Background: an optimization exercise with open tools, aiming at small area, a short achievable clock period and few clock cycles per item. Do not read the settings as production practice.
Only simulation tests tie the RTL to the original design; equivalence was not proved.
Power is estimated from default activity; no workload was simulated.

==> flow/design.v <==
package lkvt_pkg;
  localparam int CAPACITY_DEF   = 32;
  localparam int KEY_BITS_DEF   = 16;
  localparam int VALUE_BITS_DEF = 32;
  localparam int KIND_W      = 2;
  localparam int STATUS_W    = 2;
  localparam int COUNT_OUT_W = 6;
  localparam logic [KIND_W-1:0] KIND_LOOKUP = 2'd0;
  localparam logic [KIND_W-1:0] KIND_INSERT = 2'd1;
  localparam logic [KIND_W-1:0] KIND_DELETE = 2'd2;
  localparam logic [STATUS_W-1:0] STAT_DONE      = 2'd0;
  localparam logic [STATUS_W-1:0] STAT_DUPLICATE = 2'd1;
  localparam logic [STATUS_W-1:0] STAT_FULL      = 2'd2;
  localparam logic [STATUS_W-1:0] STAT_ABSENT    = 2'd3;
  typedef struct packed {
    logic start;      
    logic scan_en;    
    logic rd_last;    
    logic wr_ins;     
    logic wr_del;     
    logic out_load;   
  } lkvt_cmd_t;
  typedef struct packed {
    logic scan_hit;    
    logic scan_miss;   
    logic is_insert;
    logic is_delete;
    logic tbl_full;
  } lkvt_sts_t;
endpackage
module linear_key_value_table
#(
  parameter int CAPACITY   = lkvt_pkg::CAPACITY_DEF,
  parameter int KEY_BITS   = lkvt_pkg::KEY_BITS_DEF,
  parameter int VALUE_BITS = lkvt_pkg::VALUE_BITS_DEF,
  localparam int IN_W  = ((KEY_BITS + VALUE_BITS + 7) / 8) * 8,
  localparam int RES_W = 1 + VALUE_BITS + lkvt_pkg::STATUS_W + lkvt_pkg::COUNT_OUT_W + 2,
  localparam int OUT_W = ((RES_W + 7) / 8) * 8
) (
  input  logic              clk_i,
  input  logic              rst_ni,
  input  logic              s_axis_tvalid,
  output logic              s_axis_tready,
  input  logic [IN_W-1:0]   s_axis_tdata,   
  input  logic [lkvt_pkg::KIND_W-1:0] s_axis_tuser,   
  output logic              m_axis_tvalid,
  input  logic              m_axis_tready,
  output logic [OUT_W-1:0]  m_axis_tdata    
);
  localparam int NR    = 4;                   
  localparam int RL    = CAPACITY / NR;       
  localparam int NP    = 2;                   
  localparam int NQ    = NR * RL;             
  localparam int NS    = NQ + NP;             
  localparam int CNT_W = $clog2(CAPACITY + 1);
  localparam logic [CNT_W-1:0] CAP_CNT = CNT_W'(CAPACITY);
  localparam int W     = KEY_BITS + VALUE_BITS;
  logic [NQ-1:0]         rvld_q;
  logic [W-1:0]          rdat_q [NQ];
  logic [NP-1:0]         pvld_q;
  logic [W-1:0]          pdat_q [NP];
  logic [CNT_W-1:0]      count_q;
  logic [NS-1:0]         svld;
  logic [W-1:0]          sdat [NS];
  always_comb begin
    for (int j = 0; j < NQ; j++) begin
      svld[j] = rvld_q[j];
      sdat[j] = rdat_q[j];
    end
    for (int d = 0; d < NP; d++) begin
      svld[NQ+d] = pvld_q[d];
      sdat[NQ+d] = pdat_q[d];
    end
  end
  logic [NR-1:0]         dsel_q;
  logic [NP-1:0]         psrc_q, pgo_q, ptgt;
  logic [W-1:0]          ddat;
  always_comb begin
    ddat = '0;
    for (int d = 0; d < NP; d++) begin
      ddat = ddat | (pdat_q[d] & {W{psrc_q[d]}});
    end
  end
  always_comb begin
    logic seen;
    seen = 1'b0;
    for (int d = 0; d < NP; d++) begin
      ptgt[d] = (!pvld_q[d] || pgo_q[d]) && !seen;
      seen    = seen || !pvld_q[d] || pgo_q[d];
    end
  end
  logic                          b_v, b_hit;    
  logic [NR:0]                   b_g;           
  logic                          b_sins, b_sdel;
  logic [lkvt_pkg::KIND_W-1:0]   b_kind;
  logic [KEY_BITS-1:0]           b_key;
  logic [VALUE_BITS-1:0]         b_val;
  logic [NS-1:0]                 b_m;
  logic                          r_v, take, stall;
  logic [RES_W-1:0]              r_q;
  logic                          rdy_q, rdyb_q;
  assign take  = r_v && m_axis_tready;
  assign stall = b_v && r_v && !m_axis_tready;
  logic                  ex, b_ins, b_del, b_lu;
  logic                  full, empty, c_31, c_1;
  logic                  ins_ok, del_ok, full_n, empty_n;
  logic [CNT_W-1:0]      count_p1, count_m1, count_n;
  logic [NS-1:0]         clr;
  logic [VALUE_BITS-1:0] rd_val;
  logic                  dvld;
  assign ex    = b_v && !stall;
  assign b_ins = (b_kind == lkvt_pkg::KIND_INSERT);
  assign b_del = (b_kind == lkvt_pkg::KIND_DELETE);
  assign b_lu  = !b_ins && !b_del;
  assign full     = (count_q == CAP_CNT);
  assign empty    = (count_q == '0);
  assign c_31     = (count_q == CAP_CNT - 1);
  assign c_1      = (count_q == CNT_W'(1));
  assign count_p1 = count_q + CNT_W'(1);
  assign count_m1 = count_q - CNT_W'(1);
  assign b_hit    = b_sins || (!b_sdel && (|b_g));
  assign ins_ok   = ex && b_ins && !b_hit && !full;
  assign del_ok   = ex && b_del && b_hit;
  logic                  ins_m, del_m;
  assign ins_m    = ex && b_ins && !full;
  assign del_m    = ex && b_del;
  assign count_n  = b_hit ? (del_m ? count_m1 : count_q) : (ins_m ? count_p1 : count_q);
  assign full_n   = b_hit ? (full && !del_m) : (ins_m ? c_31 : full);
  assign empty_n  = b_hit ? (del_m ? c_1 : empty) : (empty && !ins_m);
  assign clr = (ex && b_del) ? b_m : '0;
  always_comb begin
    rd_val = '0;
    for (int j = 0; j < NS; j++) begin
      rd_val = rd_val | (sdat[j][W-1:KEY_BITS] & {VALUE_BITS{b_m[j]}});
    end
  end
  always_comb begin
    dvld = 1'b0;
    for (int d = 0; d < NP; d++) begin
      dvld = dvld | (psrc_q[d] && !clr[NQ+d]);
    end
  end
  logic [NQ-1:0]         rvld_n;
  logic [NP-1:0]         pvld_n;
  always_comb begin
    for (int r = 0; r < NR; r++) begin
      for (int i = 1; i < RL; i++) begin
        rvld_n[r*RL+i] = rvld_q[r*RL+i-1] && !clr[r*RL+i-1];
      end
      if (dsel_q[r]) begin
        rvld_n[r*RL] = dvld;
      end else begin
        rvld_n[r*RL] = rvld_q[r*RL+RL-1] && !clr[r*RL+RL-1];
      end
    end
    for (int d = 0; d < NP; d++) begin
      pvld_n[d] = (pvld_q[d] && !pgo_q[d] && !clr[NQ+d]) ||
                  (!b_hit && ex && b_ins && !full && ptgt[d]);
    end
  end
  always_ff @(posedge clk_i or negedge rst_ni) begin
    if (!rst_ni) begin
      rvld_q  <= '0;
      pvld_q  <= '0;
      count_q <= '0;
    end else begin
      rvld_q  <= rvld_n;
      pvld_q  <= pvld_n;
      count_q <= count_n;
    end
  end
  always_ff @(posedge clk_i) begin
    for (int r = 0; r < NR; r++) begin
      for (int i = 1; i < RL; i++) begin
        rdat_q[r*RL+i] <= rdat_q[r*RL+i-1];
      end
      rdat_q[r*RL] <= dsel_q[r] ? ddat : rdat_q[r*RL+RL-1];
    end
    for (int d = 0; d < NP; d++) begin
      if (ex && b_ins && ptgt[d]) begin
        pdat_q[d] <= {b_val, b_key};
      end
    end
  end
  logic                          acc, same;
  logic [KEY_BITS-1:0]           key;
  logic [NS-1:0]                 m1, m_rot, b_m_n;
  assign acc = s_axis_tvalid && rdy_q && (!(b_v && r_v) || m_axis_tready);
  assign key = s_axis_tdata[KEY_BITS-1:0];
  always_comb begin
    for (int j = 0; j < NS; j++) begin
      m1[j] = svld[j] && (sdat[j][KEY_BITS-1:0] == key);
    end
  end
  assign same = b_v && (b_key == key);
  always_comb begin
    logic [NS-1:0] m;
    m = stall ? b_m : m1;
    for (int r = 0; r < NR; r++) begin
      for (int i = 1; i < RL; i++) begin
        m_rot[r*RL+i] = m[r*RL+i-1];
      end
      m_rot[r*RL] = dsel_q[r] ? |(m[NS-1:NQ] & psrc_q) : m[r*RL+RL-1];
    end
    for (int d = 0; d < NP; d++) begin
      m_rot[NQ+d] = m[NQ+d] && !pgo_q[d];
    end
  end
  always_comb begin
    b_m_n = m_rot;
    if (!stall && same && ins_ok) begin
      b_m_n = {ptgt, {NQ{1'b0}}};
    end else if (!stall && same && del_ok) begin
      b_m_n = '0;
    end
  end
  always_ff @(posedge clk_i or negedge rst_ni) begin
    if (!rst_ni) begin
      b_v <= 1'b0;
    end else if (!stall) begin
      b_v <= acc;
    end
  end
  logic [NR:0]                   g_n;
  always_comb begin
    for (int r = 0; r < NR; r++) begin
      g_n[r] = |m1[r*RL +: RL];
    end
    g_n[NR] = |m1[NS-1:NQ];
  end
  always_ff @(posedge clk_i) begin
    b_m <= b_m_n;
    if (!stall) begin
      b_g    <= g_n;
      b_sins <= same && ins_ok;
      b_sdel <= same && del_ok;
      b_kind <= s_axis_tuser;
      b_key  <= key;
      b_val  <= s_axis_tdata[KEY_BITS+VALUE_BITS-1:KEY_BITS];
    end
  end
  logic [lkvt_pkg::STATUS_W-1:0] stat;
  logic [RES_W-1:0]              res_n;
  logic                          r_v_d;
  always_comb begin
    if (b_ins) begin
      stat = b_hit ? lkvt_pkg::STAT_DUPLICATE : (full ? lkvt_pkg::STAT_FULL : lkvt_pkg::STAT_DONE);
    end else begin
      stat = b_hit ? lkvt_pkg::STAT_DONE : lkvt_pkg::STAT_ABSENT;
    end
  end
  assign res_n = {empty_n, full_n, lkvt_pkg::COUNT_OUT_W'(count_n),
                  stat, (b_lu ? rd_val : '0), b_hit};
  assign r_v_d = (r_v && !take) || ex;
  logic                  bv_n, bins_n, bdel_n;
  logic [1:0]            rdy_h, drn_h;
  logic [NR-1:0]         dsel_h [2];
  logic [NP-1:0]         psrc_h [2], pgo_h [2];
  assign bv_n   = stall ? b_v : acc;
  assign bins_n = stall ? b_ins : (s_axis_tuser == lkvt_pkg::KIND_INSERT);
  assign bdel_n = stall ? b_del : (s_axis_tuser == lkvt_pkg::KIND_DELETE);
  always_comb begin
    for (int h = 0; h < 2; h++) begin
      logic          ins_h, del_h, full_h, rf, rf2, p_any, p_all, q_ins, q_del;
      logic [NS-1:0] clr_h;
      logic [NP-1:0] pv;
      logic [NR-1:0] rt;
      logic [NP-1:0] ps;
      ins_h = (h == 0) && ex && b_ins && !full;
      del_h = (h == 1) && ex && b_del;
      clr_h = clr;
      full_h = ins_h ? c_31 : (full && !del_h);
      for (int d = 0; d < NP; d++) begin
        pv[d] = (pvld_q[d] && !pgo_q[d] && !clr_h[NQ+d]) || (ins_h && ptgt[d]);
      end
      rf  = 1'b0;
      rf2 = 1'b0;
      for (int r = 0; r < NR; r++) begin
        rt[r] = !(rvld_q[r*RL + RL-2] && !clr_h[r*RL + RL-2]) && !rf;
        rf    = rf  || !(rvld_q[r*RL + RL-2] && !clr_h[r*RL + RL-2]);
        rf2   = rf2 || !(rvld_q[r*RL + RL-3] && !clr_h[r*RL + RL-3]);
      end
      p_any = 1'b0;
      for (int d = 0; d < NP; d++) begin
        ps[d] = pv[d] && !p_any;
        p_any = p_any || pv[d];
      end
      p_all = &pv;
      drn_h[h]  = p_any && rf;
      dsel_h[h] = (p_any && rf) ? rt : '0;
      psrc_h[h] = ps;
      pgo_h[h]  = (p_any && rf) ? ps : '0;
      q_ins = bv_n && bins_n && !full_h;
      q_del = bv_n && bdel_n;
      rdy_h[h] = rf2 || (full_h && !q_del) ||
                 (p_all ? ((p_any && rf) && !q_ins) : (!p_any || (p_any && rf) || !q_ins));
    end
  end
  always_ff @(posedge clk_i or negedge rst_ni) begin
    if (!rst_ni) begin
      dsel_q  <= '0;
      psrc_q  <= '0;
      pgo_q   <= '0;
    end else begin
      dsel_q  <= b_hit ? dsel_h[1] : dsel_h[0];
      psrc_q  <= b_hit ? psrc_h[1] : psrc_h[0];
      pgo_q   <= b_hit ? pgo_h[1]  : pgo_h[0];
    end
  end
  always_ff @(posedge clk_i or negedge rst_ni) begin
    if (!rst_ni) begin
      r_v    <= 1'b0;
      rdy_q  <= 1'b0;
      rdyb_q <= 1'b0;
    end else begin
      r_v    <= r_v_d;
      rdy_q  <= b_hit ? rdy_h[1] : rdy_h[0];
      rdyb_q <= (b_hit ? rdy_h[1] : rdy_h[0]) && !(bv_n && r_v_d);
    end
  end
  always_ff @(posedge clk_i) begin
    if (ex) begin
      r_q <= res_n;
    end
  end
  assign s_axis_tready = rdyb_q || (rdy_q && m_axis_tready);
  assign m_axis_tvalid = r_v;
  assign m_axis_tdata  = OUT_W'(r_q);
endmodule
==> flow/run.sh <==
#!/bin/bash
# synth_recipe.tcl (not shown) runs the flow's synth.tcl, then flattens the netlist and writes it again
# the make line also repeats each setting of config.mk as NAME=value (left out here)
make -C /OpenROAD-flow-scripts/flow DESIGN_CONFIG=/design/flow/config.mk WORK_HOME=/design/flow/orfs CLKGATE_MAP_FILE= SYNTH_SCRIPT=/design/flow/synth_recipe.tcl finish
==> flow/config.mk <==
export PLATFORM = sky130hd
export DESIGN_NAME = linear_key_value_table
export DESIGN_NICKNAME = linear_key_value_table
export VERILOG_FILES = /design/flow/design.v
export SDC_FILE = /design/flow/constraint.sdc
export NUM_CORES = 4
export LEC_CHECK = 0
export CAP_MARGIN = 20
export CORE_MARGIN = 2
export CORE_UTILIZATION = 45
export CTS_CLUSTER_DIAMETER = 80
export CTS_CLUSTER_SIZE = 25
export PLACE_DENSITY = 0.65
export SETUP_SLACK_MARGIN = 2.6
export SLEW_MARGIN = 20
==> flow/constraint.sdc <==
create_clock -name core_clock -period 5.0 [get_ports {clk_i}]
set_input_delay 1.0000 -clock core_clock [delete_from_list [all_inputs] [get_ports {clk_i}]]
set_output_delay 1.0000 -clock core_clock [all_outputs]
set_load 0.01 [all_outputs]
==> summary.md, run 1 <==
| Metric | Value |
|---|---|
| DRT iter0 DRCs | `4,404` |
| Fraction of registers with async set/reset | `2.86%` |
| Leak Pwr | `about 22 nW` |
| RSZ-0062 raised after global routing | `yes` |
| Post-synth top area cell | `dfxtp_1` |
| Routability cong. | `0.855` |
| Clock transition at path regs | `about 100 ps` |
| Worst setup startpoint | `rdy_q` |
| Site Rows | `128` |
| DP Area | `0.0579 mm²` |
| Slowest cell on crit path | `dfrtp_1` |
| Warnings, synthesis | `7` |
| Yosys cell types | `64` |
| Seq cells post-synth | `between 1,500 and 2,000` |
| EDFF count, synth | `196` |
| Fillers | `10,600` |
| Syn Area/Cell | `12.9 µm²` |
| Required time of the critical path | `4000 ps` |
| Starting Density | `45.4%` |
| Final core occ | `50.0%` |
| Most frequent cell after synthesis | `dfxtp_1` |
| Multi-input logic area | `0.0159 mm²` |
| Minimum clock period | `2460 ps` |
| Outcome | `complete, no violations` |
| Die X | `354 µm` |
| FF+latch area | `a little under 0.04 mm²` |
| Vias in the first global route | `34,800` |
| Post-synthesis instance total | `4,286` |
| Synth top area cells | `dfxtp_1 57%, edfxtp_1 11%, xnor2_1 6.1%, a221oi_1 3.0%, a22o_1 3.0%` |
| Slew @ Worst Pin | `approximately 1100 ps` |
| WL final | `166,000 µm` |
| Internal | `0.0228 W` |
| Nets@finish | `4,349` |
| Layout area overhead | `10.3%` |
| Hold_buf cts | `0` |
| TritonCTS buffer count | `83` |
| IO Pins | `between 100 and 150` |
| Grt ovf | `0` |
| Gate power share | `12.5%` |
| Clk sink count | `1,818` |
| CP top delay family | `flip-flops` |
| Final setup fails | `0` |
| Largest net degree at the start of global routing | `67` |
| Max_slew headroom | `26.7%` |
| Worst path cell trace | `a21o_1, buf_6` |
| Die height | `354 µm` |
| CTS H-tree depth | `3` |
| Vias | `35,000` |
| Max Transition Viols Final | `0` |
| CTS Buffer Depth | `3` |
| Netlist Area Pre-Place | `0.0552 mm²` |
| Hold Path Origin | `rdat_q[25][46]` |
| Worst path arrival time | `1460 ps` |
| Yosys top cell area share | `56.9%` |
| Final worst-path cycle share | `roughly 49%` |
| Total GRT Usage | `25.7%` |
| Power share of the sequential group | `62.9%` |
| Post-route cell area | `approximately 0.061 mm²` |
| Power share of the clock group | `24.6%` |
| Drt wl/cell | `about 28 µm` |
| Clk Tree Root Cell | `clkbuf_16` |
| DR pass1 iterations | `6` |
| Final antenna-violating net count | `0` |
| Initial antenna violation count | `1` |
| Core ar. | `between 0.1 and 0.15 mm²` |
| HP Class | `reg -> reg` |
| Setup CP Type | `reg -> out` |
| Crit path buffers/inverters | `1` |
| Setup crit end kind | `output port` |
| F_max | `about 0.41 GHz` |
| Final hold vios | `0` |
| Share of cells above drive strength 1 | `8.17%` |
| First-pass GRT wire length | `237,000 µm` |
| Worst r2r src | `b_key[2]` |
| Switching part of the total | `a little under 30%` |
| Clk_skew | `about 51 ps` |
| DRC viols | `0` |
| Most instantiated cells after synthesis | `1,570 x dfxtp_1, 386 x xnor2_1, 227 x a21oi_1, 210 x a22oi_1, 204 x nor2_1` |
| Psw | `between 0.009 and 0.01 W` |
| Total die area | `0.126 mm²` |
| Detail Placement HPWL | `98,600 µm` |
| Setup TNS | `0 ps` |
| Largest stage delay on the critical path | `approximately 430 ps` |
| Ys flop type | `dfxtp_1` |
| Critical path startpoint category | `flop` |
| MaxCap Viol Count | `0` |
| CTS tree | `built` |
| Power density over the cells | `between 500 and 600 mW/mm²` |
| Register area share after synthesis | `a little over two thirds` |
| PortBufs | `98` |
| VDD IR max | `360 µV` |
| Clk latency of the worst-skew pair | `between 700 and 800 ps` |
| Detailed-route vias per instance | `5.86` |
| Crit path max fanout | `4` |
## routing by layer
layer,wire (µm),global-route usage [%],vias up
met5,0,0,-
met4,5960,8.77,0
met3,13300,3.59,350
met2,74500,40.4,1717
met1,71700,36.4,17600
li1,-,-,15300
## final cells by class
class / count / area share, %
inverter: 11 / 0.0884
sequential: 1818 / 63.5
multi-input combinational: 2182 / 26.0
clock inverter: 7 / 0.242
antenna: 1 / 0.00411
timing repair buffer: 194 / 2.94
clock buffer: 132 / 3.82
tap: 1625 / 3.34
## path summary, 6_finish.rpt
| kind | endpoint | slack [ps] | cells past startpoint |
|---|---|---|---|
| worst min register to register | rdat_q[26][46] | 330 | 0 |
| worst min-delay path | rdat_q[26][46] | 330 | 0 |
| worst max-delay path | s_axis_tready | 2540 | 2 |
| min in group asynchronous | rvld_q[4] | 400 | 2 |
| max in group asynchronous | dsel_q[1] | 4020 | 2 |
| worst max register to register | b_m[17] | 2630 | 8 |
## placed cells by master (no fill, tap or decap), types with 38 or more instances in the layout
cell       instances
nor2_1           201
buf_4             72
clkbuf_16         87
dfrtp_1           44
clkbuf_1          46
nand2_1          127
edfxtp_1         196
a21oi_1          210
xnor2_1          386
a221oi_1         192
a22o_1           192
nor4_1            56
nand3_1           38
a22oi_1          209
nand4_1          160
dfxtp_1         1536
xor2_1           180
## registers in the layout, summed over array words and instances (netlist names), 6 cells and up
signal	count
b_key	16
rvld_q	32
rdat_q	1536
r_q	43
pdat_q	96
b_m	34
b_val	32
count_q	6
## through the flow
stage / power, W / hold WS [ps] / setup WS (ps) / std cells
2_1_floorplan: 0.0221 / 331 / 2520 / 4290
3_3_place_gp: 0.0242 / 333 / 1120 / 5809
3_5_place_dp: 0.0242 / 337 / 1110 / 5810
4_1_cts: 0.0319 / 339 / 2510 / 5956
5_1_grt: 0.0331 / 339 / 2500 / 5969
6_report: 0.0320 / 327 / 2540 / 5970
## power by group through the flow
stage / combinational, W / sequential (W) / clock [W]
detailed placement: 0.00390 / 0.0203 / 0
global route: 0.00431 / 0.0204 / 0.00846
CTS: 0.00394 / 0.0200 / 0.00793
finish: 0.00400 / 0.0201 / 0.00787
floorplan: 0.00275 / 0.0193 / 0
global placement: 0.00389 / 0.0203 / 0
## logic make-up (layout without fill, tap and decap cells)
| group | Yosys count | after routing | synth area share, % |
|---|---|---|---|
| flops | 1818 | 1818 | 69.9 |
| xor+xnor | 566 | 566 | 8.98 |
| other cells | 1 | 6 | 0.00679 |
| simple gates | 669 | 671 | 6.02 |
| compound gates | 928 | 928 | 12.5 |
| mux | 6 | 6 | 0.118 |
| fa+ha+maj | 6 | 6 | 0.134 |
| buf+inv | 292 | 344 | 2.24 |
## repair_timing
action	CTS	global route
resized for setup	166	51
setup endpoints to repair	192	61
setup buffers	4	12
cloned	3	1
pin swaps	6	4
Testbench counts, summed over its fixed seeds: cycles 12,172, items 12,000.
==> inputs of run 2 (changes only) <==
--- a/flow/config.mk
+++ b/flow/config.mk
@@ -13,3 +13,3 @@
 export PLACE_DENSITY = 0.65
-export SETUP_SLACK_MARGIN = 2.6
+export SETUP_SLACK_MARGIN = 2.5
 export SLEW_MARGIN = 20
==> run 2 against run 1 <==
First-iteration DRC count decreased by 5.6%. Synthesized cell count unchanged. Largest cell class unchanged. Total power about the same. Wire length decreased by 0.29%. Worst setup slack got worse by 12 ps. Final cell count about the same. Worst hold slack improved by 3.1 ps.
==> summary.md, run 2 <==
| Metric | Value |
|---|---|
| Slew @ Worst Pin | `1200 ps (was 1100 ps)` |
| Yosys top cell area share | `56.9% (unchanged)` |
| WL final | `165,000 µm (was 166,000 µm)` |
| Setup TNS | `0 ps (unchanged)` |
| Multi-input logic area | `0.0156 mm² (was 0.0159 mm²)` |
| FF+latch area | `0.0387 mm² (about the same)` |
| Largest register FFs | `1,536 (unchanged)` |
| Met3 Usage GRT | `4.35% (was 3.59%)` |
| Commonest non-fill, non-tap cells in the layout | `1,536 x dfxtp_1, 386 x xnor2_1, 227 x a21oi_1 (was 1,536 x dfxtp_1, 386 x xnor2_1, 210 x a21oi_1)` |
| DRC viols | `0 (unchanged)` |
| Final core occ | `49.7% (was 50.0%)` |
| Outcome | `complete, no violations (unchanged)` |
| Total die area | `0.126 mm² (unchanged)` |
| Regs by FF count | `rdat_q (1536), pdat_q (96), r_q (43) (unchanged)` |
| Routability cong. | `0.867 (was 0.855)` |
| CTS tree | `built (unchanged)` |
| Worst slack at placement | `1230 ps (was 1110 ps)` |
| VDD IR max | `319 µV (was 360 µV)` |
| CP top delay family | `flip-flops (unchanged)` |
| Worst path arrival time | `1470 ps (was 1460 ps)` |
| ANT cells | `0 (was 1)` |
| Power density over the cells | `529 mW/mm² (was 525 mW/mm²)` |
| Die X | `354 µm (unchanged)` |
| DP Area | `0.0578 mm² (was 0.0579 mm²)` |
| Minimum clock period | `2470 ps (was 2460 ps)` |
| Gr busiest metal | `met2 (unchanged)` |
| Final setup fails | `0 (unchanged)` |
| Initial antenna violation count | `1 (unchanged)` |
| Clk_skew | `36.5 ps (was 51.0 ps)` |
| Clock transition at path regs | `100 ps (about the same)` |
| Die height | `354 µm (unchanged)` |
| Detailed-route vias per instance | `5.86 (about the same)` |
| Layout area overhead | `9.58% (was 10.3%)` |
| Final WS setup | `2530 ps (was 2540 ps)` |
| Top reg by flops | `rdat_q (unchanged)` |
| Seq cells post-synth | `1,818 (unchanged)` |
| Fraction of registers with async set/reset | `2.86% (unchanged)` |
| EDFF count, synth | `196 (unchanged)` |
| Nets@finish | `4,347 (was 4,349)` |
| Ys flop type | `dfxtp_1 (unchanged)` |
| DR pass1 iterations | `6 (unchanged)` |
| Clk latency of the worst-skew pair | `710 ps (was 720 ps)` |
| Post-synthesis instance total | `4,286 (unchanged)` |
| Vias | `35,000 (about the same)` |
| Final worst-path cycle share | `49.4% (was 49.2%)` |
| Post-route cell area | `0.0605 mm² (was 0.0609 mm²)` |
| CTS H-tree depth | `3 (unchanged)` |
| First-pass GRT wire length | `236,000 µm (was 237,000 µm)` |
| Site Rows | `128 (unchanged)` |
| Yosys cell types | `64 (unchanged)` |
| Clk Tree Root Cell | `clkbuf_16 (unchanged)` |
| Final cell count without fillers | `5,967 (was 5,970)` |
| Total GRT Usage | `25.6% (was 25.7%)` |
| Fillers | `10,600 (about the same)` |
| Max_slew headroom | `19.7% (was 26.7%)` |
| PortBufs | `98 (unchanged)` |
| Worst path cell trace | `dlygate4sd2_1 (was a21o_1, buf_6)` |
| HP Class | `reg -> reg (unchanged)` |
| Syn Area/Cell | `12.9 µm² (unchanged)` |
| Register area share after synthesis | `69.9% (unchanged)` |
| Final hold vios | `0 (unchanged)` |
| Critical path startpoint category | `flop (unchanged)` |
| F_max | `0.405 GHz (was 0.407 GHz)` |
| Hold_buf cts | `0 (unchanged)` |
| Required time of the critical path | `4000 ps (about the same)` |
| IO Pins | `104 (unchanged)` |
| Most instantiated cells after synthesis | `1,570 x dfxtp_1, 386 x xnor2_1, 227 x a21oi_1, 210 x a22oi_1, 204 x nor2_1 (unchanged)` |
| Setup crit end kind | `output port (unchanged)` |
| Largest stage delay on the critical path | `440 ps (was 430 ps)` |
| Post-Place Cells | `5,818 (was 5,810)` |
| Leak Pwr | `22.0 nW (was 22.1 nW)` |
| DRT iter0 DRCs | `4,159 (was 4,404)` |
| Core ar. | `0.122 mm² (unchanged)` |
| Netlist Area Pre-Place | `0.0552 mm² (unchanged)` |
| Crit path buffers/inverters | `1 (unchanged)` |
| Share of cells above drive strength 1 | `6.84% (was 8.17%)` |
| Most frequent cell after synthesis | `dfxtp_1 (unchanged)` |
| CTS Buffer Depth | `3 (unchanged)` |
| Crit path max fanout | `1 (was 4)` |
| Post-synth top area cell | `dfxtp_1 (unchanged)` |
| Final antenna-violating net count | `0 (unchanged)` |
| Met1 Track Usage GR | `36.0% (was 36.4%)` |
| Slowest cell on crit path | `edfxtp_1 (was dfrtp_1)` |
| Starting Density | `45.4% (unchanged)` |
| Met2 Use GR | `40.4% (about the same)` |
| Grt ovf | `0 (unchanged)` |
| Clk sink count | `1,818 (unchanged)` |
| Commonest non-fill, non-tap cell in the layout | `dfxtp_1 (unchanged)` |
| Vias in the first global route | `34,200 (was 34,800)` |
| Synth top area cells | `dfxtp_1 57%, edfxtp_1 11%, xnor2_1 6.1%, a221oi_1 3.0%, a22o_1 3.0% (unchanged)` |
| MaxCap Viol Count | `0 (unchanged)` |
| Setup CP Type | `reg -> out (unchanged)` |
| Detail Placement HPWL | `97,900 µm (was 98,600 µm)` |
| Warnings, synthesis | `7 (unchanged)` |
| Largest net degree at the start of global routing | `66 (was 67)` |
| RSZ-0062 raised after global routing | `yes (unchanged)` |
| Drt wl/cell | `27.7 µm (about the same)` |
| Max Transition Viols Final | `0 (unchanged)` |
| TritonCTS buffer count | `84 (was 83)` |
==> run 2: changes by cell type in the layout (fill, tap and decap cells not counted), sizes merged <==
| cell | previous run | this run |
|---|---|---|
| buf | 122 | 112 |
| bufbuf | 1 | 0 |
| diode | 1 | 0 |
| inv | 14 | 17 |
| dlygate4sd2 | 5 | 39 |
| clkbuf | 141 | 133 |
| clkdlybuf4s15 | 22 | 4 |
| nor2 | 208 | 206 |
==> run 2: cell type report <==
class,instances,area share (%)
sequential,1818,63.9
multi-input combinational,2180,25.7
clock buffer,130,3.76
tap,1625,3.36
timing repair buffer,193,2.82
clock inverter,10,0.296
inverter,11,0.0889
==> run 2: kinds of logic after synthesis <==
group / count (synthesis) / synth area share, %
flops: 1818 / 69.9
compound gates: 928 / 12.5
simple gates: 669 / 6.02
xor+xnor: 566 / 8.98
buf+inv: 292 / 2.24
fa+ha+maj: 6 / 0.134
mux: 6 / 0.118
other cells: 1 / 0.00679
==> run 2: repair_timing <==
item                       4_1_cts  5_1_grt
setup buffers                    4        5
pin swaps                        1        1
resized for setup               83       36
setup endpoints to repair      137       84
==> run 2: final timing paths <==
kind                          startpoint               to  slack [ps]  cells past startpoint
max                               r_q[1]  m_axis_tdata[1]        2530                      1
max in group asynchronous         rst_ni        dsel_q[2]        4060                      2
max reg2reg                    b_kind[1]    pdat_q[0][21]        2610                      5
min in group asynchronous         rst_ni       count_q[2]         390                      2
min                        rdat_q[1][31]    rdat_q[2][31]         330                      0
min reg2reg                rdat_q[1][31]    rdat_q[2][31]         330                      0
==> run 2: through the flow <==
step,power [W],hold slack [ps]
floorplan,0.0221,331
global placement,0.0242,332
detailed placement,0.0243,337
CTS,0.0319,328
global route,0.0331,341
finish,0.0320,330
==> run 2: per-layer routing <==
metal,vias to the layer above,routed length (µm)
met1,17600,70900
met4,0,5240
met3,309,14300
met5,-,0
met2,1739,74700
li1,15300,-
==> run 2: where the power goes <==
group | leakage, nW | internal, W | switching, W
clock network | 1.17 | 0.00324 | 0.00463
logic | 5.38 | 0.00162 | 0.00250
registers | 15.5 | 0.0179 | 0.00214
total | 22.0 | 0.0227 | 0.00928
==> inputs of run 3 (changes only) <==
--- a/flow/config.mk
+++ b/flow/config.mk
@@ -13,3 +13,3 @@
 export PLACE_DENSITY = 0.65
-export SETUP_SLACK_MARGIN = 2.5
+export SETUP_SLACK_MARGIN = 2.7
 export SLEW_MARGIN = 20
==> run 3 against run 2 <==
Critical path depth up 2. Maximum frequency up 1.1%. Worst hold slack better by 8.7 ps. Count of clock-buffer cells in the layout down 4. Total power is 0.37% higher. Worst setup slack better by 26 ps. Via count fell by 0.87%. Cell area increased by 0.93%. Still clean. Non-clock buffer count grew 8.
==> summary.md, run 3 <==
| Metric | Value |
|---|---|
| WL final | `165,000 µm (about the same)` |
| Vias in the first global route | `34,300 (was 34,200)` |
| Post-synth top area cell | `dfxtp_1 (unchanged)` |
| Slew @ Worst Pin | `1190 ps (was 1200 ps)` |
| Site Rows | `128 (unchanged)` |
| Syn Area/Cell | `12.9 µm² (unchanged)` |
| Routability cong. | `0.878 (was 0.867)` |
| MaxCap Viol Count | `0 (unchanged)` |
| Clk_skew | `37.7 ps (was 36.5 ps)` |
| Final antenna-violating net count | `0 (unchanged)` |
| Warnings, synthesis | `7 (unchanged)` |
| VDD IR max | `306 µV (was 319 µV)` |
| Minimum clock period | `2450 ps (was 2470 ps)` |
| Worst reg2reg endpoint | `r_q[38] (was pdat_q[0][21])` |
| First-pass GRT wire length | `233,000 µm (was 236,000 µm)` |
| Worst r2r src | `b_g[0] (was b_kind[1])` |
| Drt wl/cell | `27.7 µm (about the same)` |
| Grt ovf | `0 (unchanged)` |
| Commonest non-fill, non-tap cells in the layout | `1,536 x dfxtp_1, 381 x xnor2_1, 210 x a22oi_1 (was 1,536 x dfxtp_1, 386 x xnor2_1, 227 x a21oi_1)` |
| Detail Placement HPWL | `96,800 µm (was 97,900 µm)` |
| RSZ-0062 raised after global routing | `yes (unchanged)` |
| Most instantiated cells after synthesis | `1,570 x dfxtp_1, 386 x xnor2_1, 227 x a21oi_1, 210 x a22oi_1, 204 x nor2_1 (unchanged)` |
| Seq cells post-synth | `1,818 (unchanged)` |
| Die height | `354 µm (unchanged)` |
| Largest net degree at the start of global routing | `67 (was 66)` |
| Worst path arrival time | `1450 ps (was 1470 ps)` |
| DRC viols | `0 (unchanged)` |
| TritonCTS buffer count | `85 (was 84)` |
| Commonest non-fill, non-tap cell in the layout | `dfxtp_1 (unchanged)` |
| Final WS setup | `2550 ps (was 2530 ps)` |
| Post-Place Cells | `5,811 (was 5,818)` |
| Total die area | `0.126 mm² (unchanged)` |
| Setup TNS | `0 ps (unchanged)` |
| Yosys cell types | `64 (unchanged)` |
| DRT iter0 DRCs | `4,382 (was 4,159)` |
| Required time of the critical path | `4000 ps (about the same)` |
| IO Pins | `104 (unchanged)` |
| HP Class | `reg -> reg (unchanged)` |
| Max_slew headroom | `20.4% (was 19.7%)` |
| Critical path startpoint category | `input pin (was flop)` |
| Clock transition at path regs | `100 ps (about the same)` |
| Slowest cell on crit path | `a21o_1 (was edfxtp_1)` |
| CP Capture Point | `s_axis_tready (was m_axis_tdata[1])` |
| Max Transition Viols Final | `0 (unchanged)` |
| Flop2flop setup slack | `2700 ps (was 2610 ps)` |
| Netlist Area Pre-Place | `0.0552 mm² (unchanged)` |
| F_max | `0.409 GHz (was 0.405 GHz)` |
| Post-route cell area | `0.0611 mm² (was 0.0605 mm²)` |
| CTS Buffer Depth | `3 (unchanged)` |
| Initial antenna violation count | `2 (was 1)` |
| Detailed-route vias per instance | `5.80 (was 5.86)` |
| Worst setup startpoint | `m_axis_tready (was r_q[1])` |
| Top reg by flops | `rdat_q (unchanged)` |
| PnR Total Power | `0.0321 W (was 0.0320 W)` |
| Worst path cell trace | `buf_2, a21o_1, buf_2 (was dlygate4sd2_1)` |
| Synth top area cells | `dfxtp_1 57%, edfxtp_1 11%, xnor2_1 6.1%, a221oi_1 3.0%, a22o_1 3.0% (unchanged)` |
| DP Area | `0.0580 mm² (was 0.0578 mm²)` |
| CTS H-tree depth | `3 (unchanged)` |
| Final setup fails | `0 (unchanged)` |
| Worst slack at placement | `1040 ps (was 1230 ps)` |
| Starting Density | `45.4% (unchanged)` |
| Clk Tree Root Cell | `clkbuf_16 (unchanged)` |
| Regs by FF count | `rdat_q (1536), pdat_q (96), r_q (43) (unchanged)` |
| Post-synthesis instance total | `4,286 (unchanged)` |
| Power density over the cells | `526 mW/mm² (was 529 mW/mm²)` |
| Final hold vios | `0 (unchanged)` |
| Total GRT Usage | `25.2% (was 25.6%)` |
| Leak Pwr | `22.3 nW (was 22.0 nW)` |
| Core ar. | `0.122 mm² (unchanged)` |
| Clk sink count | `1,818 (unchanged)` |
| PortBufs | `98 (unchanged)` |
| Setup CP Type | `in -> out (was reg -> out)` |
| Register area share after synthesis | `69.9% (unchanged)` |
| Die X | `354 µm (unchanged)` |
| Final worst-path cycle share | `48.9% (was 49.4%)` |
| EDFF count, synth | `196 (unchanged)` |
| Yosys top cell area share | `56.9% (unchanged)` |
| Worst reg2reg path depth | `7 (was 5)` |
| Ys flop type | `dfxtp_1 (unchanged)` |
| Most frequent cell after synthesis | `dfxtp_1 (unchanged)` |
| Nets@finish | `4,357 (was 4,347)` |
| Clk latency of the worst-skew pair | `710 ps (about the same)` |
| Crit path max fanout | `3 (was 1)` |
| Largest stage delay on the critical path | `180 ps (was 440 ps)` |
| CTS tree | `built (unchanged)` |
| Share of cells above drive strength 1 | `9.35% (was 6.84%)` |
| Largest register FFs | `1,536 (unchanged)` |
| Setup crit end kind | `output port (unchanged)` |
| Outcome | `complete, no violations (unchanged)` |
| DR pass1 iterations | `6 (unchanged)` |
| Fraction of registers with async set/reset | `2.86% (unchanged)` |
| Layout area overhead | `10.6% (was 9.58%)` |
| Vias | `34,700 (was 35,000)` |
| Crit path top cell by count | `buf_2` |
| Final cell count without fillers | `5,979 (was 5,967)` |
run 3: cell types whose count changed in the layout (fill, tap and decap cells not counted), moves of 5 or more:
cell / before / now
clkbuf_16: 84 / 91
xnor2_2: 0 / 5
xnor2_1: 386 / 381
nor4_1: 74 / 56
clkbuf_1: 46 / 40
buf_4: 84 / 77
a21oi_2: 0 / 24
dlygate4sd2_1: 39 / 0
a21oi_1: 227 / 203
buf_6: 8 / 13
nor4_4: 2 / 11
buf_2: 11 / 51
nor4_2: 13 / 22
buf_12: 7 / 13
run 3: metrics by stage:
stage          hold WS [ps]  utilization (%)
6_report                338             50.2
5_1_grt                 351             50.2
4_1_cts                 341             49.8
3_5_place_dp            336             47.7
3_3_place_gp            333             47.7
2_1_floorplan           331                -
run 3: kinds of logic (layout without fill, tap and decap cells):
group           Yosys count  in the layout  synth area share [%]
compound gates          928            928                  12.5
xor+xnor                566            566                  8.98
fa+ha+maj                 6              6                 0.134
buf+inv                 292            352                  2.24
flops                  1818           1818                  69.9
mux                       6              6                 0.118
other cells               1              8               0.00679
simple gates            669            670                  6.02
run 3: repair_timing:
item / in CTS / in global routing
cloned: 1 / 6
setup buffers: 5 / 13
resized for setup: 237 / 41
hold buffers: 0 / 0
pin swaps: 5 / 10
endpoints found under the setup margin: 221 / 102
run 3: layer usage:
layer | wire length (µm) | part of all wire [%] | GRT usage [%] | vias up
met5 | 0 | 0 | 0 | -
met1 | 70000 | 42 | 35.0 | 17300
li1 | - | - | - | 15400
met4 | 5430 | 3.3 | 8.08 | 0
met3 | 14100 | 8.5 | 4.28 | 319
met2 | 75900 | 46 | 40.3 | 1693
run 3: final cells by class:
| cell class | count | area, µm² |
|---|---|---|
| Inverter | 11 | 70.1 |
| Clock buffer | 126 | 2280 |
| Clock inverter | 14 | 225 |
| Antenna cell | 3 | 7.51 |
| Tap cell | 1625 | 2030 |
| Multi-Input combinational cell | 2181 | 15900 |
| Sequential cell | 1818 | 38700 |
| Fill cell | 10500 | 60700 |
| Timing Repair Buffer | 201 | 1830 |
run 3: worst max-delay path: cells and delay by family:
family                 cells  cell delay [ps]
AOI/OAI and AO/OA          1              180
buffers and inverters      2              260
run 3: how the worst min path moves through the flow:
stage,startpoint,endpoint,depth (start not counted)
floorplan,rdat_q[9][24],rdat_q[10][24],0
global placement,rdat_q[1][25],rdat_q[2][25],0
detailed placement,rdat_q[20][27],rdat_q[21][27],0
CTS,rdat_q[5][18],rdat_q[6][18],0
global route,rdat_q[5][18],rdat_q[6][18],0
finish,rdat_q[13][18],rdat_q[14][18],0
run 3: where the power goes:
part / total, W / switching, W / internal [W]
Combinational: 0.00414 / 0.00251 / 0.00163
Clock: 0.00796 / 0.00464 / 0.00332
Sequential: 0.0200 / 0.00214 / 0.0179
Total: 0.0321 / 0.00929 / 0.0228
==> inputs of run 4 (changes only) <==
--- a/flow/design.v
+++ b/flow/design.v
@@ -100,3 +100,3 @@
   logic [RES_W-1:0]              r_q;
-  logic                          rdy_q, rdyb_q;
+  logic                          rdy_q, nbr_q;
   assign take  = r_v && m_axis_tready;
@@ -313,3 +313,3 @@
       rdy_q  <= 1'b0;
-      rdyb_q <= 1'b0;
+      nbr_q  <= 1'b0;
     end else begin
@@ -317,3 +317,3 @@
       rdy_q  <= b_hit ? rdy_h[1] : rdy_h[0];
-      rdyb_q <= (b_hit ? rdy_h[1] : rdy_h[0]) && !(bv_n && r_v_d);
+      nbr_q  <= !(bv_n && r_v_d);
     end
@@ -325,3 +325,3 @@
   end
-  assign s_axis_tready = rdyb_q || (rdy_q && m_axis_tready);
+  assign s_axis_tready = rdy_q && (nbr_q || m_axis_tready);
   assign m_axis_tvalid = r_v;
--- a/flow/config.mk
+++ b/flow/config.mk
@@ -13,3 +13,3 @@
 export PLACE_DENSITY = 0.65
-export SETUP_SLACK_MARGIN = 2.7
+export SETUP_SLACK_MARGIN = 2.6
 export SLEW_MARGIN = 20
==> run 4 against run 3 <==
Largest power group unchanged. Synthesized cell count fell by 0.21%. Via count grew 0.52%. Clock skew grew 16 ps. Combinational power down 14%. Worst setup slack better by 5.9 ps. Still clean on timing, DRC and antenna. Final cell count shrank 0.18%. Count of clock-buffer cells in the layout grew 3. First-iteration DRC count decreased by 1.7%. Non-clock buffer count rose by 3. Register-to-register slack worse by 110 ps.
==> summary.md, run 4 <==
| Metric | Value |
|---|---|
| Worst path arrival time | `1440 ps (was 1450 ps)` |
| DRC viols | `0 (unchanged)` |
| Clk sink count | `1,818 (unchanged)` |
| HP Class | `in -> async (was reg -> reg)` |
| FF+latch area | `0.0387 mm² (about the same)` |
| Crit path buffers/inverters | `1 (was 2)` |
| Setup crit end kind | `output port (unchanged)` |
| DP Area | `0.0579 mm² (was 0.0580 mm²)` |
| Nets@finish | `4,348 (was 4,357)` |
| Clk_skew | `53.2 ps (was 37.7 ps)` |
| Die X | `354 µm (about the same)` |
| RSZ-0062 raised after global routing | `yes (unchanged)` |
| Max Used Layer | `met5 (was met4)` |
| Ys flop type | `dfxtp_1 (unchanged)` |
| Max Transition Viols Final | `0 (unchanged)` |
| PortBufs | `98 (unchanged)` |
| EDFF count, synth | `196 (unchanged)` |
| Drt wl/cell | `28.0 µm (was 27.7 µm)` |
| Fraction of registers with async set/reset | `2.86% (unchanged)` |
| Detailed-route vias per instance | `5.84 (was 5.80)` |
| Final worst-path cycle share | `48.8% (was 48.9%)` |
| Slowest cell on crit path | `dfrtp_1 (was a21o_1)` |
| Vias in the first global route | `34,600 (was 34,300)` |
| Synth top area cells | `dfxtp_1 57%, edfxtp_1 11%, xnor2_1 6.4%, a221oi_1 3.0%, a22o_1 3.0% (was dfxtp_1 57%, edfxtp_1 11%, xnor2_1 6.1%, a221oi_1 3.0%, a22o_1 3.0%)` |
| Post-synthesis instance total | `4,277 (was 4,286)` |
| Metal3 WL | `13,800 µm (was 14,100 µm)` |
| Post-synth top area cell | `dfxtp_1 (unchanged)` |
| ANT cells | `0 (was 3)` |
| Final antenna-violating net count | `0 (unchanged)` |
| Leak Pwr | `21.9 nW (was 22.3 nW)` |
| Hold_buf cts | `0 (unchanged)` |
| Netlist Area Pre-Place | `0.0551 mm² (was 0.0552 mm²)` |
| Final cell count without fillers | `5,968 (was 5,979)` |
| Power density over the cells | `509 mW/mm² (was 526 mW/mm²)` |
| MaxCap Viol Count | `0 (unchanged)` |
| Clk Tree Root Cell | `clkbuf_16 (unchanged)` |
| IO Pins | `104 (unchanged)` |
| Worst path cell trace | `o21a_1, buf_2 (was buf_2, a21o_1, buf_2)` |
| WHS | `258 ps (was 338 ps)` |
| Largest register FFs | `1,536 (unchanged)` |
| Setup TNS | `0 ps (unchanged)` |
| Die height | `354 µm (about the same)` |
| Share of cells above drive strength 1 | `8.31% (was 9.35%)` |
| Clk latency of the worst-skew pair | `720 ps (was 710 ps)` |
| M1 wire length | `70,200 µm (was 70,000 µm)` |
| Largest stage delay on the critical path | `440 ps (was 180 ps)` |
| Fillers | `10,600 (was 10,500)` |
| Core ar. | `0.122 mm² (unchanged)` |
| Post-route cell area | `0.0607 mm² (was 0.0611 mm²)` |
| CTS H-tree depth | `3 (unchanged)` |
| Final hold vios | `0 (unchanged)` |
| Critical path startpoint category | `flop (was input pin)` |
| Largest net degree at the start of global routing | `72 (was 67)` |
| F_max | `0.410 GHz (was 0.409 GHz)` |
| Starting Density | `45.3% (was 45.4%)` |
| DRT iter0 DRCs | `4,309 (was 4,382)` |
| Yosys cell types | `58 (was 64)` |
| Setup CP Type | `reg -> out (was in -> out)` |
| VDD IR max | `412 µV (was 306 µV)` |
| Outcome | `complete, no violations (unchanged)` |
| Required time of the critical path | `4000 ps (about the same)` |
| Total GRT Usage | `25.9% (was 25.2%)` |
| Clock transition at path regs | `100 ps (about the same)` |
| Minimum clock period | `2440 ps (was 2450 ps)` |
| Initial antenna violation count | `3 (was 2)` |
| Final core occ | `49.9% (was 50.2%)` |
| Commonest non-fill, non-tap cells in the layout | `1,536 x dfxtp_1, 404 x xnor2_1, 211 x a22oi_1 (was 1,536 x dfxtp_1, 381 x xnor2_1, 210 x a22oi_1)` |
| Post-Place Cells | `5,810 (was 5,811)` |
| Most frequent cell after synthesis | `dfxtp_1 (unchanged)` |
| Routability cong. | `0.879 (was 0.878)` |
| First-pass GRT wire length | `239,000 µm (was 233,000 µm)` |
| Vias | `34,900 (was 34,700)` |
| Layout area overhead | `10.1% (was 10.6%)` |
| Yosys top cell area share | `57.0% (was 56.9%)` |
| WL final | `167,000 µm (was 165,000 µm)` |
| Most instantiated cells after synthesis | `1,570 x dfxtp_1, 404 x xnor2_1, 225 x a21oi_1, 211 x a22oi_1, 206 x nor2_1 (was 1,570 x dfxtp_1, 386 x xnor2_1, 227 x a21oi_1, 210 x a22oi_1, 204 x nor2_1)` |
| Final setup fails | `0 (unchanged)` |
| Multi-input logic area | `0.0157 mm² (was 0.0159 mm²)` |
| DR pass1 iterations | `8 (was 6)` |
| Syn Area/Cell | `12.9 µm² (about the same)` |
| Site Rows | `128 (unchanged)` |
| Commonest non-fill, non-tap cell in the layout | `dfxtp_1 (unchanged)` |
| Slew @ Worst Pin | `1200 ps (was 1190 ps)` |
| Register area share after synthesis | `70.0% (was 69.9%)` |
| Total die area | `0.125 mm² (was 0.126 mm²)` |
| Max_slew headroom | `19.8% (was 20.4%)` |
| TritonCTS buffer count | `84 (was 85)` |
| Seq cells post-synth | `1,818 (unchanged)` |
| Crit path max fanout | `2 (was 3)` |
| CP top delay family | `flip-flops (was buffers and inverters)` |
| Warnings, synthesis | `7 (unchanged)` |
| CTS Buffer Depth | `3 (unchanged)` |
| CTS tree | `built (unchanged)` |
| Met2 WL post-DR | `75,800 µm (was 75,900 µm)` |
| Regs by FF count | `rdat_q (1536), pdat_q (96), r_q (43) (unchanged)` |
| Grt ovf | `0 (unchanged)` |
| Detail Placement HPWL | `101,000 µm (was 96,800 µm)` |
| Top reg by flops | `rdat_q (unchanged)` |
==> run 4: metrics by stage <==
step                setup slack (ps)  power, W
global route                    2480    0.0320
detailed placement              1240    0.0232
CTS                             2460    0.0309
finish                          2560    0.0309
floorplan                       2330    0.0212
global placement                1250    0.0231
==> run 4: logic make-up after synthesis <==
group	count (synthesis)	share of synthesized area, %
multiplexers	7	0.127
flip-flops	1818	70.0
buffers and inverters	291	2.21
AND/OR/NAND/NOR	662	5.97
other	1	0.00680
AO/OA/AOI/OAI	927	12.6
adder cells (fa/ha/maj)	5	0.113
XOR/XNOR	566	8.99
==> run 4: worst reg2reg max path, delay by kind of cell, from the launching register on <==
kind	cells	cell delay, ps
compound gates	3	480
buf+inv	3	460
flops	1	500
simple gates	2	850
==> run 4: final timing paths <==
path / slack (ps) / cells past startpoint / end / startpoint
max reg2reg: 2590 / 8 / b_m[0] / b_g[3]
min reg2reg: 330 / 0 / rdat_q[2][23] / rdat_q[1][23]
min in group core_clock: 330 / 0 / rdat_q[2][23] / rdat_q[1][23]
min: 260 / 1 / count_q[4] / rst_ni
max in group asynchronous: 3880 / 2 / rvld_q[29] / rst_ni
max: 2560 / 2 / s_axis_tready / rdy_q
==> run 4: cell type report <==
| type | count | share of cell area (%) |
|---|---|---|
| Multi-Input combinational cell | 2172 | 25.9 |
| Tap cell | 1625 | 3.35 |
| Timing Repair Buffer | 204 | 2.96 |
| Inverter | 9 | 0.0598 |
| Clock inverter | 11 | 0.280 |
| Sequential cell | 1818 | 63.7 |
| Clock buffer | 129 | 3.78 |
==> run 4: where the power goes <==
group	switching, W	internal (W)
logic	0.00214	0.00141
registers	0.00197	0.0175
clock network	0.00463	0.00326
total	0.00875	0.0222
==> run 4: routing by layer <==
layer / track usage, % / vias to the layer above
li1: - / 15300
met1: 35.5 / 17400
met2: 41.1 / 1733
met3: 4.28 / 394
met4: 9.93 / 2
met5: 0 / -
==> run 4: timing repair <==
| action | 4_1_cts | 5_1_grt |
|---|---|---|
| cloned | 1 | 0 |
| endpoints found under the setup margin | 160 | 61 |
| gates resized for setup | 153 | 46 |
| endpoints found under the hold margin | 0 | 0 |
| buffers inserted | 11 | 6 |
| pin swaps | 5 | 6 |
Testbench counts of run 4, summed over its fixed seeds: cycles 12,172, items 12,000.

## what the ideal ports hide
The flow's constraints put no driver on any port. The routed layouts listed below were extracted and timed again, unchanged, in two steps.
Step 1 (the two cells are an assumption about what drives the block):
set clk [get_ports {clk_i}]
set_driving_cell -lib_cell sky130_fd_sc_hd__clkbuf_16 $clk
set_driving_cell -lib_cell sky130_fd_sc_hd__buf_2 [delete_from_list [all_inputs] $clk]
Step 2 moves the port delays by t, midway between the first and last clock arrival at a register: inputs arrive t later, outputs are due t later. That takes back most of the time a late clock gives input paths.
Three values: ideal ports, drivers, drivers and shift; two values: the first two.
| run | t, ns | setup slack, ns | worst register clock-pin slew, ns |
|---|---|---|---|
| run 1 | 0.772 | 2.540 / 2.466 / 1.966 | 0.11 / 0.11 |
| run 2 | 0.776 | 2.528 / 2.459 / 1.870 | 0.10 / 0.10 |
| run 3 | 0.772 | 2.555 / 2.498 / 2.012 | 0.10 / 0.10 |
| run 4 | 0.772 | 2.561 / 2.486 / 1.875 | 0.11 / 0.11 |
After both steps every run listed still meets setup and hold. For run 4, which loses most, drivers alone change the setup slack by -0.075 ns; drivers and shift together by -0.686 ns.
